This is an optimization exercise on Yosys and OpenROAD, whose aim is small area, a short achievable clock period and few clock cycles, not a production implementation. Only the layout flow was run in this run; the RTL was not checked for function there.

## design.v

```verilog
package rlfb_pkg;
  localparam logic [6:0] PCT_MAX = 7'd100;
  localparam logic [2:0] CMD_TICK      = 3'd0;
  localparam logic [2:0] CMD_SET       = 3'd1;
  localparam logic [2:0] CMD_INTENSITY = 3'd2;
  localparam logic [2:0] CMD_BLINK     = 3'd3;
  localparam logic [2:0] CMD_FADE_IN   = 3'd4;
  localparam logic [2:0] CMD_FADE_OUT  = 3'd5;
  localparam logic [2:0] CMD_OFF       = 3'd6;
  localparam logic [2:0] CMD_NOP       = 3'd7;
endpackage
module rlfb_div (
  input  logic [7:0] rem,
  input  logic [7:0] total,
  output logic       qbit,
  output logic [7:0] rem_nxt
);
  logic [8:0] rem2;
  logic [8:0] diff;
  always_comb begin
    rem2    = {rem, 1'b1};
    diff    = rem2 - {1'b0, total};
    qbit    = !diff[8];
    rem_nxt = qbit ? diff[7:0] : rem2[7:0];
  end
endmodule
module rlfb_lane (
  input  logic       eng,     
  input  logic       ins,     
  input  logic       bit_i,
  input  logic [7:0] y,
  input  logic       cbit,
  input  logic [6:0] p,
  input  logic [7:0] e,
  input  logic [7:0] lo,
  input  logic [7:0] hi,
  input  logic [7:0] d,
  output logic [7:0] x,
  output logic [7:0] h
);
  logic [7:0] add;
  logic [9:0] s;
  logic [1:0] w;
  logic [7:0] x255;
  logic [7:0] x100;
  logic [7:0] pp;
  logic [7:0] h0;
  logic [7:0] h1;
  logic [7:0] h2;
  always_comb begin
    add  = ((bit_i && !ins) ? y : 8'd0) | ((cbit && ins) ? {1'b0, p} : 8'd0);
    s    = {2'b00, e} + {2'b00, lo} + {2'b00, add};
    if (ins) begin
      w = (s >= 10'd200) ? 2'd2 : ((s >= 10'd100) ? 2'd1 : 2'd0);
    end else begin
      w = (s >= 10'd510) ? 2'd2 : ((s >= 10'd255) ? 2'd1 : 2'd0);
    end
    x255 = (w == 2'd2) ? s[7:0] + 8'd2 : ((w == 2'd1) ? s[7:0] + 8'd1 : s[7:0]);
    x100 = (w == 2'd2) ? s[7:0] + 8'd56 : ((w == 2'd1) ? s[7:0] + 8'd156 : s[7:0]);
    x    = ins ? x100 : x255;
    pp   = (eng || ins) ? hi : d;
    h0   = pp + hi;
    h1   = h0 + 8'd1;
    h2   = h0 + 8'd2;
    h    = (w == 2'd2) ? h2 : ((w == 2'd1) ? h1 : h0);
  end
endmodule
module rlfb_merge (
  input  logic [23:0] data,
  input  logic        pol,
  input  logic        invert,
  output logic [23:0] out_tdata
);
  assign out_tdata = data ^ {24{pol ^ invert}};
endmodule
module rgb_led_fade_blink_driver_core (
  input  logic        clk,
  input  logic        rst_n,
  input  logic        cfg_we,
  input  logic        cfg_wdata,    
  input  logic        in_tvalid,
  output logic        in_tready,
  input  logic [71:0] in_tdata,
  input  logic [2:0]  in_tuser,     
  output logic        out_tvalid,
  input  logic        out_tready,
  output logic [23:0] out_tdata,    
  output logic [1:0]  out_tuser     
);
  logic        busy_r;
  logic        fade_r;
  logic        sub_r;
  logic [15:0] acc_r;
  logic [15:0] dur_r;
  logic [7:0]  total_r;
  logic [7:0]  left_r;       
  logic [8:0]  xr_r;         
  logic [7:0]  rem_r;        
  logic [8:0]  d0_r;         
  logic [8:0]  d1_r;         
  logic        bit_r;        
  logic [2:0]  cnt_r;
  logic        dv_busy_r;    
  logic        ln_busy_r;    
  logic        in_busy_r;    
  logic [23:0] base_r;
  logic [23:0] e_r;
  logic [23:0] lo_r;
  logic [23:0] hi_r;
  logic        inv_r;
  logic        ov_r;         
  logic [23:0] out_d;
  logic        hit_dur;      
  logic        hit_r;        
  logic [23:0] data_r;
  logic        pol_r;
  logic [1:0]  user_r;
  logic [23:0] in_rgb;
  logic [6:0]  in_pct;
  logic [15:0] in_on;
  logic [15:0] in_dur;
  logic [7:0]  in_steps;
  logic [7:0]  steps_c;
  logic [6:0]  pct_c;
  logic [7:0]  steps_fill;
  logic [2:0]  steps_msb;
  logic        on_zero;
  logic        dur_zero;
  logic        fade_go;
  logic        hit_fade;
  logic        dur_small;
  assign in_rgb   = in_tdata[23:0];
  assign in_pct   = in_tdata[30:24];
  assign in_on    = in_tdata[46:31];
  assign in_dur   = in_tdata[62:47];
  assign in_steps = in_tdata[70:63];
  always_comb begin
    steps_c  = (in_steps == 8'd0) ? 8'd1 : in_steps;
    pct_c    = (in_pct > rlfb_pkg::PCT_MAX) ? rlfb_pkg::PCT_MAX : in_pct;
    on_zero  = (in_on == 16'd0);
    dur_zero = (in_dur == 16'd0);
    dur_small = (in_dur[15:1] == 15'd0);
    hit_fade = ({1'b0, in_dur} < {8'd0, steps_c, 1'b0});
    fade_go  = (in_dur[15:8] != 8'd0) ||
               ((in_steps == 8'd0) ? (in_dur[7:0] != 8'd0) : (in_dur[7:0] >= in_steps));
    steps_fill[7] = 1'b0;
    for (int i = 6; i >= 0; i--) steps_fill[i] = steps_fill[i+1] | steps_c[i+1];
    steps_msb[2] = |steps_c[7:4];
    steps_msb[1] = steps_msb[2] ? |steps_c[7:6] : |steps_c[3:2];
    steps_msb[0] = steps_msb[2] ? (steps_msb[1] ? steps_c[7] : steps_c[5])
                                : (steps_msb[1] ? steps_c[3] : steps_c[1]);
  end
  logic        st_early;
  logic [23:0] lo_first;
  logic [23:0] hi_first;
  logic [23:0] lo_int;
  logic [23:0] hi_int;
  always_comb begin
    st_early = !steps_c[7];
    for (int c = 0; c < 3; c++) begin
      hi_first[8*c +: 8] = {7'd0, (in_rgb[8*c +: 8] == 8'd255)};
      lo_first[8*c +: 8] = (in_rgb[8*c +: 8] == 8'd255) ? 8'd0 : in_rgb[8*c +: 8];
      hi_int[8*c +: 8]   = {7'd0, (in_rgb[8*c+7] && pct_c == 7'd100)};
      lo_int[8*c +: 8]   = (in_rgb[8*c+7] && pct_c != 7'd100) ? {1'b0, pct_c} : 8'd0;
    end
  end
  logic [15:0] acc_sub;
  logic        hit_sub;
  logic [8:0]  xr_nxt;
  logic [8:0]  d0_set;
  logic [8:0]  d1_set;
  logic        last_step;
  logic        dur_r_zero;
  logic        setup;
  always_comb begin
    acc_sub    = acc_r - {8'd0, total_r};
    hit_sub    = (acc_sub[15:9] == 7'd0) && (acc_sub[8:0] < {total_r, 1'b0});
    xr_nxt     = xr_r + (bit_r ? d1_r : d0_r);
    d0_set     = sub_r ? {1'b0, rem_r} : 9'd0 - {1'b0, rem_r};
    d1_set     = sub_r ? {1'b0, rem_r} - {1'b0, total_r} : {1'b0, total_r} - {1'b0, rem_r};
    last_step  = (left_r == 8'd1);
    dur_r_zero = (dur_r == 16'd0);
    setup      = dv_busy_r || ln_busy_r;
  end
  logic       qbit;
  logic [7:0] rem_nxt;
  rlfb_div u_div (
    .rem     (rem_r),
    .total   (total_r),
    .qbit    (qbit),
    .rem_nxt (rem_nxt)
  );
  logic [23:0] lane_x;
  logic [23:0] lane_h;
  for (genvar c = 0; c < 3; c++) begin : g_lane
    rlfb_lane u_lane (
      .eng   (ln_busy_r),
      .ins   (in_busy_r),
      .bit_i (bit_r),
      .y     (base_r[8*c +: 8]),
      .cbit  (base_r[8*c+7]),
      .p     (rem_r[6:0]),
      .e     (e_r[8*c +: 8]),
      .lo    (lo_r[8*c +: 8]),
      .hi    (hi_r[8*c +: 8]),
      .d     (data_r[8*c +: 8]),
      .x     (lane_x[8*c +: 8]),
      .h     (lane_h[8*c +: 8])
    );
  end
  logic room;
  logic produce;
  logic take;
  logic in_done;
  logic c_tick, c_nop, c_set, c_int, c_blink, c_fade, c_fin, c_off;
  logic st_any, st_fade, st_bon;
  logic go_idle, go_busy;
  logic ev_tick, ev_fstep, ev_bon, ev_end, ev_rej;
  logic ev_set, ev_int, ev_blink, ev_fade, ev_off;
  always_comb begin
    c_tick  = (in_tuser == rlfb_pkg::CMD_TICK);
    c_nop   = (in_tuser == rlfb_pkg::CMD_NOP);
    c_set   = (in_tuser == rlfb_pkg::CMD_SET);
    c_int   = (in_tuser == rlfb_pkg::CMD_INTENSITY);
    c_blink = (in_tuser == rlfb_pkg::CMD_BLINK);
    c_fade  = (in_tuser[2:1] == 2'b10);
    c_fin   = !in_tuser[0];
    c_off   = (in_tuser == rlfb_pkg::CMD_OFF);
    st_any  = busy_r && hit_r;
    st_fade = st_any && fade_r;
    st_bon  = st_any && !fade_r && sub_r;
    room      = !ov_r || out_tready;
    in_tready = room && !in_busy_r && !(setup && st_fade);
    take      = in_tvalid && in_tready;
    in_done   = in_busy_r && (cnt_r == 3'd7) && room;
    go_idle  = in_tvalid && room && !busy_r && !in_busy_r;
    go_busy  = in_tvalid && room && busy_r && !(setup && st_fade);
    ev_tick  = go_busy && c_tick;
    ev_fstep = in_tvalid && room && c_tick && st_fade && !setup;
    ev_bon   = in_tvalid && room && c_tick && st_bon;
    ev_end   = go_busy && c_tick && st_any &&
               (fade_r ? last_step : (!sub_r || dur_r_zero));
    ev_rej   = go_busy && !c_tick && !c_nop;
    ev_set   = go_idle && c_set;
    ev_int   = go_idle && c_int;
    ev_blink = go_idle && c_blink;
    ev_fade  = go_idle && c_fade;
    ev_off   = go_idle && c_off;
  end
  logic [8:0] xr_new;
  always_comb begin
    if (ln_busy_r && !dv_busy_r) begin
      xr_new = sub_r ? d1_set : d0_set;
    end else if (ev_fstep) begin
      xr_new = xr_nxt;
    end else begin
      xr_new = xr_r;
    end
  end
  always_ff @(posedge clk) begin
    if (!rst_n) begin
      busy_r <= 1'b0;
    end else if (ev_end) begin
      busy_r <= 1'b0;
    end else if (ev_blink) begin
      busy_r <= !(on_zero && dur_zero);
    end else if (ev_fade) begin
      busy_r <= fade_go;
    end
  end
  always_ff @(posedge clk) begin
    if (ev_blink || ev_fade) begin
      fade_r <= c_fade;
    end
    if (ev_blink) begin
      sub_r <= !on_zero;
    end else if (ev_fade) begin
      sub_r <= c_fin;
    end else if (ev_bon) begin
      sub_r <= 1'b0;
    end
    if (ev_blink) begin
      hit_dur <= dur_small;
    end else if (ev_fade) begin
      hit_dur <= hit_fade;
    end
    if (ev_tick) begin
      hit_r <= st_any ? hit_dur : hit_sub;
    end else if (ev_blink) begin
      hit_r <= on_zero ? dur_small : (in_on[15:1] == 15'd0);
    end else if (ev_fade) begin
      hit_r <= hit_fade;
    end
    if (ev_tick) begin
      acc_r <= st_any ? dur_r : acc_sub;
    end else if (ev_blink) begin
      acc_r <= on_zero ? in_dur : in_on;
    end else if (ev_fade) begin
      acc_r <= in_dur;
    end
    if (ev_blink || ev_fade) begin
      dur_r <= in_dur;
    end
    if (ev_blink) begin
      total_r <= 8'd1;
    end else if (ev_fade) begin
      total_r <= steps_c;
    end
    if (ev_fade) begin
      left_r <= steps_c;
    end else if (ev_fstep) begin
      left_r <= left_r - 8'd1;
    end
    xr_r  <= xr_new;
    if (ln_busy_r && !dv_busy_r) begin
      d0_r <= d0_set;
      d1_r <= d1_set;
    end
    bit_r <= dv_busy_r ? qbit : (sub_r ? !xr_new[8] : xr_new[8]);
    if (ev_fade) begin
      rem_r <= st_early ? ({steps_fill[6:0], 1'b1} & ~steps_c) : steps_fill;
    end else if (ev_int) begin
      rem_r <= {1'b0, pct_c};
    end else if (dv_busy_r) begin
      rem_r <= rem_nxt;
    end
    if (ev_fade || ev_int) begin
      cnt_r <= ev_fade ? (st_early ? steps_msb + 3'd1 : steps_msb) : 3'd1;
    end else if (dv_busy_r || (in_busy_r && (cnt_r != 3'd7 || room))) begin
      cnt_r <= cnt_r + 3'd1;
    end
    if (ev_fade) begin
      base_r <= in_rgb;
    end else if (ev_int) begin
      base_r <= {in_rgb[22:16], 1'b0, in_rgb[14:8], 1'b0, in_rgb[6:0], 1'b0};
    end else if (in_busy_r) begin
      base_r <= {base_r[22:16], 1'b0, base_r[14:8], 1'b0, base_r[6:0], 1'b0};
    end
    if (ev_fade) begin
      e_r <= st_early ? lo_first : 24'd0;
    end else if (ln_busy_r && !dv_busy_r) begin
      e_r <= sub_r ? 24'd0 : {3{8'd254}};
    end else if (ev_int) begin
      e_r <= lo_int;
    end else if (ev_fstep || ln_busy_r || (in_busy_r && (cnt_r != 3'd7 || room))) begin
      e_r <= lane_x;
    end
    if (ev_fade) begin
      lo_r <= st_early ? lo_first : 24'd0;
      hi_r <= st_early ? hi_first : 24'd0;
    end else if (ev_int) begin
      lo_r <= lo_int;
      hi_r <= hi_int;
    end else if (ln_busy_r || (in_busy_r && (cnt_r != 3'd7 || room))) begin
      lo_r <= lane_x;
      hi_r <= lane_h;
    end
  end
  always_ff @(posedge clk) begin
    if (!rst_n) begin
      dv_busy_r <= 1'b0;
      ln_busy_r <= 1'b0;
      in_busy_r <= 1'b0;
    end else begin
      ln_busy_r <= dv_busy_r;
      if (ev_fade) begin
        dv_busy_r <= fade_go;
      end else if (dv_busy_r && cnt_r == 3'd7) begin
        dv_busy_r <= 1'b0;
      end
      if (ev_int) begin
        in_busy_r <= 1'b1;
      end else if (in_done) begin
        in_busy_r <= 1'b0;
      end
    end
  end
  always_ff @(posedge clk) begin
    if (!rst_n) begin
      inv_r <= 1'b0;
      ov_r   <= 1'b0;
    end else begin
      if (cfg_we) inv_r <= cfg_wdata;
      if (produce) begin
        ov_r <= 1'b1;
      end else if (out_tready) begin
        ov_r <= 1'b0;
      end
    end
  end
  assign produce = (take && !ev_int) || in_done;
  always_ff @(posedge clk) begin
    if (!rst_n) begin
      data_r <= '0;
      pol_r  <= 1'b0;
    end else if (ev_fstep) begin
      data_r <= lane_h;
    end else if (in_done) begin
      data_r <= lane_h;
      pol_r  <= 1'b0;
    end else if (ev_bon || ev_off) begin
      data_r <= '0;
      pol_r  <= 1'b0;
    end else if (ev_set) begin
      data_r <= in_rgb;
      pol_r  <= 1'b0;
    end else if (ev_blink) begin
      data_r <= on_zero ? 24'd0 : in_rgb;
      pol_r  <= 1'b0;
    end else if (ev_fade) begin
      data_r <= (c_fin == fade_go) ? 24'd0 : (c_fin ? in_rgb : ~in_rgb);
      pol_r  <= !c_fin && fade_go;
    end
  end
  always_ff @(posedge clk) begin
    if (in_done) begin
      user_r <= 2'b00;
    end else if (take) begin
      user_r[1] <= ev_rej;
      if (ev_end) begin
        user_r[0] <= 1'b0;
      end else if (ev_blink) begin
        user_r[0] <= !(on_zero && dur_zero);
      end else if (ev_fade) begin
        user_r[0] <= fade_go;
      end else begin
        user_r[0] <= busy_r;
      end
    end
  end
  rlfb_merge u_merge (
    .data      (data_r),
    .pol       (pol_r),
    .invert    (inv_r),
    .out_tdata (out_d)
  );
  assign out_tvalid = ov_r;
  assign out_tdata  = out_d;
  assign out_tuser  = user_r;
endmodule
```

## run.sh

```bash
#!/bin/bash
# synth_recipe.tcl (not shown) runs the flow's synth.tcl, then flattens the netlist and writes it again
# the make line also repeats each setting of config.mk as NAME=value (left out here)
make -C /OpenROAD-flow-scripts/flow DESIGN_CONFIG=/design/flow/config.mk WORK_HOME=/design/flow/orfs CLKGATE_MAP_FILE= SYNTH_SCRIPT=/design/flow/synth_recipe.tcl finish
```

## config.mk

```make
export PLATFORM = sky130hd
export DESIGN_NAME = rgb_led_fade_blink_driver_core
export DESIGN_NICKNAME = rgb_led_fade_blink_driver_core
export VERILOG_FILES = /design/flow/design.v
export SDC_FILE = /design/flow/constraint.sdc
export NUM_CORES = 4
export LEC_CHECK = 0
export ABC_AREA = 1
export CAP_MARGIN = 20
export CORE_MARGIN = 2
export CORE_UTILIZATION = 40
export SETUP_SLACK_MARGIN = 3.8
export SLEW_MARGIN = 20
```

## constraint.sdc

```tcl
create_clock -name core_clock -period 7.0 [get_ports {clk}]
set_input_delay 1.4000 -clock core_clock [delete_from_list [all_inputs] [get_ports {clk}]]
set_output_delay 1.4000 -clock core_clock [all_outputs]
set_load 0.01 [all_outputs]
```

==> results.yml <==
cts:
  insertion_delay_ps: 580
  cts_buffer_depth: 3
  cts_buffers: 28
  cts_sinks: 220
  clk_pin_slew_worst_paths_ps: 60
  cts.root.buffer_cell: "clkbuf_16"
  tritoncts: "done"
  cts-hold-fix-buffers: 0
  cts-htree-levels: 1
cells_and_area:
  drive_gt1_share_pct: 28.93
  final_common_cell: "nand2_1"
  antenna_cells: 0
  area_growth_pct: 38.91
  final_core_util_pct: 56.37
  layout_common_cells: "nand2_1 (520), inv_1 (297), edfxtp_1 (177)"
  nets: 3286
  final_area_mm2: 0.02765
synthesis:
  synthSimpleGateAreaFrac_pct: 25.09
  yosys_warnings: 3
  avgSynthCellArea_um2: 7.370
  synth_seq_cells: 220
  synthCells: 2701
  synthMuxAreaShare_pct: 0.5531
  async_flop_share_pct: 0
  synth-compound-area-share_pct: 15.44
  synth_flop_cell: "edfxtp_1"
  ys_seq_area_share_pct: 31.02
  synth_edf_count: 177
  syn_nets: 2971
  synth_xor_area_share_pct: 7.040
  synth_area_mm2: 0.01991
  synth_top_family_by_area: "simple AND/OR/NAND/NOR gates"
  yosysUniqueCellTypes: 65
  synthAdderAreaFrac_pct: 12.41
grt:
  antenna_found_initial: 1
  grt-ovfl-total: 0
  grt_pass1_wl_mm: 112.0
  grt.total_usage_pct: 27.92
  grt_pass1_vias: 20070
  grt_max_degree: 94
drt:
  routed_wl_mm: 74.03
  drt_iter0_markers: 1927
  drc: 0
  drt-met1-wl_mm: 30.97
  via_count: 20770
  wl_met2_mm: 34.37
  drt-wirelength-per-cell_um: 20.00
  wl_met3_mm: 6.066
  detail-route-antenna-nets: 0
  post_drt_via_cell_ratio: 5.610
  drt_first_pass_iters: 6
  highest_layer: "met4"
timing:
  finalSetupTns_ps: 0
  fin_crit_sh_pct: 58.44
  hold_slack_ps: 470.6
  slew_violations: 0
  setup_viol: 0
  layout_min_cycle_time_ps: 4090
  max_freq_mhz: 244.5
  relSlewSlack_pct: 16.16
  worstMarginPinSlew_ps: 1249
  hold_violations: 0
  clock_skew_ps: 23.44
  rsz0062_at_grt: "true"
  setup_ws_ps: 2910
place:
  placed_cell_area_mm2: 0.02213
  io_buffers: 107
  place_congestion: 0.9185
  dp_slack_ps: 1680
  dp_hpwl_mm: 49.96
floorplanning:
  start_util_pct: 40.58
  fp.dieH_um: 227.1
  rows: 81
  io_pins: 109
  die_w_um: 227.1
  coreArea_mm2: 0.04905
  die_area_mm2: 0.05157
worst_setup_path:
  endpoint_kind: "flip-flop"
  required_ps: 7340
  cp_slowest_cell: "fa_2"
  start_kind: "flip-flop"
  crit_start: "lo_r[16]$_DFFE_PP_"
  r2r_slack_ps: 2910
  critical_path.cell_chain: "ha_2, inv_2, fa_2, o21ai_4, a31oi_4, xor2_2, ha_4, buf_4, inv_1, nand3_1, nand2_4, nor2_4, nand2_1, nand3_2, nand2_4, nand2_8, clkinvlp_4, nand2_2, nand3_2, o211ai_1, o211ai_1, or2_1"
  cp.arrival_ps: 4430
  timing.rr.start: "lo_r[16]$_DFFE_PP_"
  max_stage_delay_ps: 430
  path_class: "reg -> reg"
  crit_fanout: 8
flow_run:
  maxCapViolations: 0
hold_path:
  hold_path_class: "reg -> reg"
  hp-start: "data_r[10]$_SDFFE_PN0P_"
status:
  status: "no timing/DRC/antenna violations"
## path summary, 6_finish.rpt
check                            end  cells past startpoint
max reg2reg       lo_r[19]$_DFFE_PP_                     22
min reg2reg  data_r[10]$_SDFFE_PN0P_                      2
min          data_r[10]$_SDFFE_PN0P_                      2
max               lo_r[19]$_DFFE_PP_                     22
## kinds of logic (layout without fill, tap and decap cells)
kind of cell,count (synthesis),count (layout)
XOR/XNOR,154,154
multiplexers,10,10
flip-flops,220,220
AND/OR/NAND/NOR,1158,1166
adder cells (fa/ha/maj),189,189
buffers and inverters,434,763
AO/OA/AOI/OAI,536,536
## critical path: cells and delay by family, from the launching register on
kind                       cells  cell delay (ps)
AOI/OAI and AO/OA              4              690
DFF                            1              330
xor gates and xnor gates       1              210
buffers and inverters          4              430
and+or+nand+nor               10             1240
adders and majority gates      3              930
## Yosys cell counts (9+ instances only)
cell      count  share of area (%)
clkbuf_1     47               0.89
o22ai_1      23               0.72
nand2_1     658                 12
o21ai_0     197                5.0
nand3_2       9               0.45
nand2_2      12               0.38
nand3b_1     15               0.57
buf_1        14               0.26
a31oi_1      14               0.44
buf_2        10               0.25
dfxtp_1      43                4.3
or2_1        11               0.35
nand4_1      24               0.75
inv_1       344                6.5
fa_1         14                1.4
ha_1        175                 11
nor2_1      184                3.5
nor4_1       13               0.41
a21o_1        9               0.34
xnor2_1      67                2.9
o21ai_1      13               0.33
o221ai_1     13               0.57
o211ai_1     49                1.8
nand3_1     173                4.3
nor3_1       35               0.88
xor2_1       83                3.7
a21oi_1     177                4.5
edfxtp_1    177                 27
## per-stage QoR
step / instances
after CTS: 3637
after global routing: 3702
after detailed placement: 3415
after floorplan: 2701
final: 3702
after global placement: 3413
## final cells by class
class | count | area [um^2]
timing repair buffer | 350 | 3341
fill | 4426 | 21400
sequential | 220 | 6193
timing repair inverter | 3 | 20.02
tap | 664 | 830.8
inverter | 358 | 1470
clock inverter | 18 | 135.1
multi-input combinational | 2055 | 14920
clock buffer | 34 | 743.2
## sequential cells by signal, summed over array words and instances, names as in the netlist, 9 cells and up
name	cells
d1_r	9
data_r	24
lo_r	24
xr_r	9
hi_r	24
base_r	24
dur_r	16
d0_r	9
e_r	24
acc_r	16
## repair_timing
action	CTS	global route
gates cloned	14	2
pin swaps	164	182
setup endpoints to repair	344	227
gates resized for setup	527	264
setup buffers	156	63
## layer usage
layer,GRT usage [%],up-vias
met3,4.608,159
li1,-,9748
met1,37.49,9965
met4,9.192,0
met2,45.73,897
met5,0,-

separate check: timing with driven ports:
How much do the figures lean on ideal ports? The routed layout below was timed once more, with nothing changed but the port constraints.
Step 1 assumes that a clkbuf_16 drives the clock port and a buf_2 every other input.
Step 2 also shifts input and output timing later by t, the mid clock arrival at the registers, as if the neighbouring blocks saw the same clock.
Slacks: ideal ports / drivers / drivers and shift; pairs: ideal ports / drivers.
t (ns): 0.629
setup slack, ns: 2.910 / 2.910 / 2.761
cell pins on the clock port's net: 1
After both steps this run still meets setup and hold. For this run, drivers alone change the setup slack by 0.000 ns; drivers and shift together by -0.149 ns.
